Source: an optimization exercise on an open RTL-to-GDS flow (aim: small area). Production flows keep margins and buffers that such runs may drop.
The RTL was checked by simulation tests, not by an equivalence proof against the original design.
Power is estimated from default activity; no workload was simulated.

Design datapath, start of the top module:
module datapath (
    input  logic                    clk,
    input  logic                    rstN_i,
    input  logic                    iStall_i,
    input  logic                    dStall_i,
    output logic [32-1:0]   pcF_o,
    output logic                    instEnF_o,
    input  logic [32-1:0]   instrF_i,
    output logic                    memEnM_o,
    output logic [32-1:0]   memAddrM_o,
    output logic [3:0]              memWenM_o,
    output logic [32-1:0]   memWdataM_o,
    input  logic [32-1:0]   memRdataM_i,
    output logic [32-1:0]   debugWbPc_o,
    output logic [3:0]              debugWbRfWen_o,
    output logic [5-1:0] debugWbRfWnum_o,
    output logic [32-1:0]   debugWbRfWdata_o
);
export LEC_CHECK = 0
export CAP_MARGIN = 20
export CORE_MARGIN = 2
export CORE_UTILIZATION = 60
export CTS_BUF_LIST = sky130_fd_sc_hd__clkbuf_16
export CTS_CLUSTER_DIAMETER = 100
export CTS_CLUSTER_SIZE = 20
export PLACE_DENSITY = 0.72
export SLEW_MARGIN = 20
create_clock -name core_clock -period 5.5 [get_ports {clk}]
standard.sh (not shown) runs the stock make flow with config.mk's settings and CLKGATE_MAP_FILE= SYNTH_SCRIPT=/design/flow/synth_recipe.tcl, a recipe that flattens the netlist after the stock synthesis.
==> flow/flow/run.sh <==
#!/bin/bash
# The standard layout, with every port buffered by the smallest buffer
# (sky130_fd_sc_hd__buf_1) instead of the one buffer_ports picks by default.
set -euo pipefail
export BUFFER_PORTS_ARGS="-buffer_cell sky130_fd_sc_hd__buf_1"
bash standard.sh > standard.log 2>&1
Rerun with:
--- a/flow/design.v
+++ b/flow/design.v
@@ -196,19 +196,18 @@
     output logic [32-1:0]   debugWbPc_o,
     output logic [3:0]              debugWbRfWen_o,
     output logic [5-1:0] debugWbRfWnum_o,
     output logic [32-1:0]   debugWbRfWdata_o
 );
     localparam logic [29:0] ResetPc = 30'(32'hbfc00000 >> 2) - 30'd1;
     logic        freeze;
     logic [1:0]  step;         
     logic        valid;        
-    logic        fetchPend;    
     logic [29:0] pc;           
     logic        redirect;     
     logic [29:0] target;       
     logic        takenE;       
     logic [31:0] ir;
     logic [31:0] aReg;         
     logic [31:0] bReg;         
     assign freeze = iStall_i | dStall_i;
     logic [5:0] op, fn;
@@ -264,35 +263,31 @@
     assign wbDst3 = wbDst[1:0] - 2'd1;
     assign wbRet  = wbValid & ((wbDst[4:2] == 3'd0) ? (wbDst3 == ph3) : (wbDst[1:0] == ph));
     for (genvar q = 1; q < 8; q++) begin : g_ring4
         always_ff @(posedge clk) begin
             ring4[q][0] <= ring4[q][1];
             ring4[q][1] <= ring4[q][2];
             ring4[q][2] <= ring4[q][3];
             ring4[q][3] <= (wbValid && wbDst[4:2] == 3'(q) && wbDst[1:0] == ph) ? wb : ring4[q][0];
         end
+        for (genvar k = 0; k < 4; k++) begin : g_slot
+            assign slot[4 * q + k] = ring4[q][k];
+        end
     end
     always_ff @(posedge clk) begin
         ring3[0] <= ring3[1];
         ring3[1] <= ring3[2];
         ring3[2] <= (wbValid && wbDst[4:2] == 3'd0 && wbDst3 == ph3) ? wb : ring3[0];
     end
-    always_comb begin
-        slot[0] = ring3[0];
-        slot[1] = ring3[1];
-        slot[2] = ring3[2];
-        slot[3] = 32'd0;
-        for (int q = 1; q < 8; q++) begin
-            for (int k = 0; k < 4; k++) begin
-                slot[4 * q + k] = ring4[q][k];
-            end
-        end
-    end
+    assign slot[0] = ring3[0];
+    assign slot[1] = ring3[1];
+    assign slot[2] = ring3[2];
+    assign slot[3] = 32'd0;
     assign ra   = (step == 2'd0) ? instrF_i[25:21] : rtE;
     assign pos4 = ra[1:0] - ph;
     assign ra3  = ra[1:0] - 2'd1;
     always_comb begin
         case ({ra3, ph3})
             {2'd0, 2'd1}, {2'd1, 2'd2}, {2'd2, 2'd0}: pos3 = 2'd2;
             {2'd0, 2'd2}, {2'd1, 2'd0}, {2'd2, 2'd1}: pos3 = 2'd1;
             default:                                 pos3 = 2'd0;
         endcase
@@ -314,77 +309,74 @@
     assign taken    = opJ | (isBr & (equal ^ opBne));
     always_comb begin
         if (opLui)                     aluOut = {ir[15:0], 16'd0};
         else if (opOri | (opR & fnOr)) aluOut = aReg | opB;
         else if (opR & fnAnd)          aluOut = aReg & opB;
         else if (opR & fnXor)          aluOut = aReg ^ opB;
         else if (opR & fnSlt)          aluOut = {31'd0, lessThan};
         else                           aluOut = sum;
     end
-    logic        commit, wen, fetch;
+    logic        commit, wen;
     logic [29:0] pcNext;
     assign result = opLw ? memRdataM_i : aReg;
-    assign commit = (step == 2'd0) & ~freeze & ~fetchPend & ~(regWrite & wbValid & ~wbRet);
+    assign commit = (step == 2'd0) & ~freeze & ~(regWrite & wbValid & ~wbRet);
     assign wen    = commit & regWrite;
-    assign fetch  = (step == 2'd0) & ~freeze & (fetchPend | (commit & ~(regWrite & dstE == instrF_i[25:21])));
     assign pcNext = redirect ? target : pcInc;
     always_ff @(posedge clk or negedge rstN_i) begin
         if (!rstN_i) begin
             wbValid <= 1'b0;
         end else if (wen) begin
             wbValid <= 1'b1;
         end else if (wbRet) begin
             wbValid <= 1'b0;
         end
     end
     always_ff @(posedge clk) begin
         if (wen) begin
             wb    <= result;
             wbDst <= dstE;
         end
     end
     always_ff @(posedge clk or negedge rstN_i) begin
         if (!rstN_i) begin
-            step      <= 2'd0;
-            valid     <= 1'b0;
-            fetchPend <= 1'b0;
-            pc        <= ResetPc;
-            redirect  <= 1'b0;
+            step     <= 2'd0;
+            valid    <= 1'b0;
+            pc       <= ResetPc;
+            redirect <= 1'b0;
         end else begin
             case (step)
-                2'd0:    if (fetch) step <= 2'd1;
+                2'd0:    if (commit) step <= 2'd1;
                 2'd1:    step <= 2'd2;
                 default: step <= 2'd0;
             endcase
-            fetchPend <= (step == 2'd0) & ~fetch & (fetchPend | commit);
-            if (fetch) begin
+            if (commit) begin
                 valid    <= 1'b1;
                 pc       <= pcNext;
                 redirect <= valid & takenE;
             end
         end
     end
     always_ff @(posedge clk) begin
-        if (fetch) begin
+        if (commit) begin
             ir   <= instrF_i;
-            aReg <= rdata;
+            aReg <= (wen && dstE == instrF_i[25:21]) ? result : rdata;
         end
         if (step == 2'd1) begin
             bReg <= rdata;
         end
         if (step == 2'd2) begin
             aReg   <= aluOut;
             takenE <= taken;
             if (opJ | isBr) target <= opJ ? {pcInc[29:26], ir[25:0]} : sum[31:2];
         end
     end
     assign pcF_o     = {pcNext, 2'b00};
     assign instEnF_o = step == 2'd0;
-    assign memEnM_o    = (step == 2'd0) & valid & ~fetchPend & (opLw | opSw);
+    assign memEnM_o    = (step == 2'd0) & valid & (opLw | opSw);
     assign memAddrM_o  = aReg;
     assign memWenM_o   = {4{commit & valid & opSw}};
     assign memWdataM_o = bReg;
     assign debugWbPc_o      = {pc, 2'b00};
     assign debugWbRfWen_o   = {4{wen}};
     assign debugWbRfWnum_o  = dstE;
     assign debugWbRfWdata_o = result;
 endmodule
After rerunning: Setup slack stays flat; total power rose by a few percent; routed wire length goes up by roughly a tenth; worst hold slack gets worse by 0.0065 ns; clock skew barely changes; critical path depth rose by 3; via count rose by a little under a tenth; combinational power went up by roughly a tenth; clock power increases slightly; final area goes up by a few percent; final cell count increases by a few percent; synthesized area climbs by a few percent; sequential share of layout area drops by 2.1 points.

[re-timing with driven ports]
Ports are ideal in the flow. The routed layouts listed here were re-timed in OpenROAD. Step 1 (the two cells are an assumption about what drives the block):
set clk [get_ports {clk}]
set_driving_cell -lib_cell sky130_fd_sc_hd__clkbuf_16 $clk
set_driving_cell -lib_cell sky130_fd_sc_hd__buf_2 [delete_from_list [all_inputs] $clk]
Step 2 times the ports against the registers' clock, not the clock port: input delays grow and output delays shrink by t, the midpoint of the rising clock arrivals with the driver on. Three values: no drivers, after step 1, after step 2; two values: the first two.
run	shift t [ns]	setup WS [ns]	worst hold slack (ns)	worst data-port slew with drivers (ns)	pins driven straight from the clock port
the first run	0.711	0.226 / 0.226 / 0.077	0.339 / 0.339 / 0.339	0.07	1
the second run	0.730	0.225 / 0.273 / -0.458	0.333 / 0.333 / 0.333	0.05	1
With both steps, setup timing fails in the second run, where it was met with ideal ports. For the second run, which loses most, drivers alone change the setup slack by +0.048 ns; drivers and shift together by -0.683 ns.
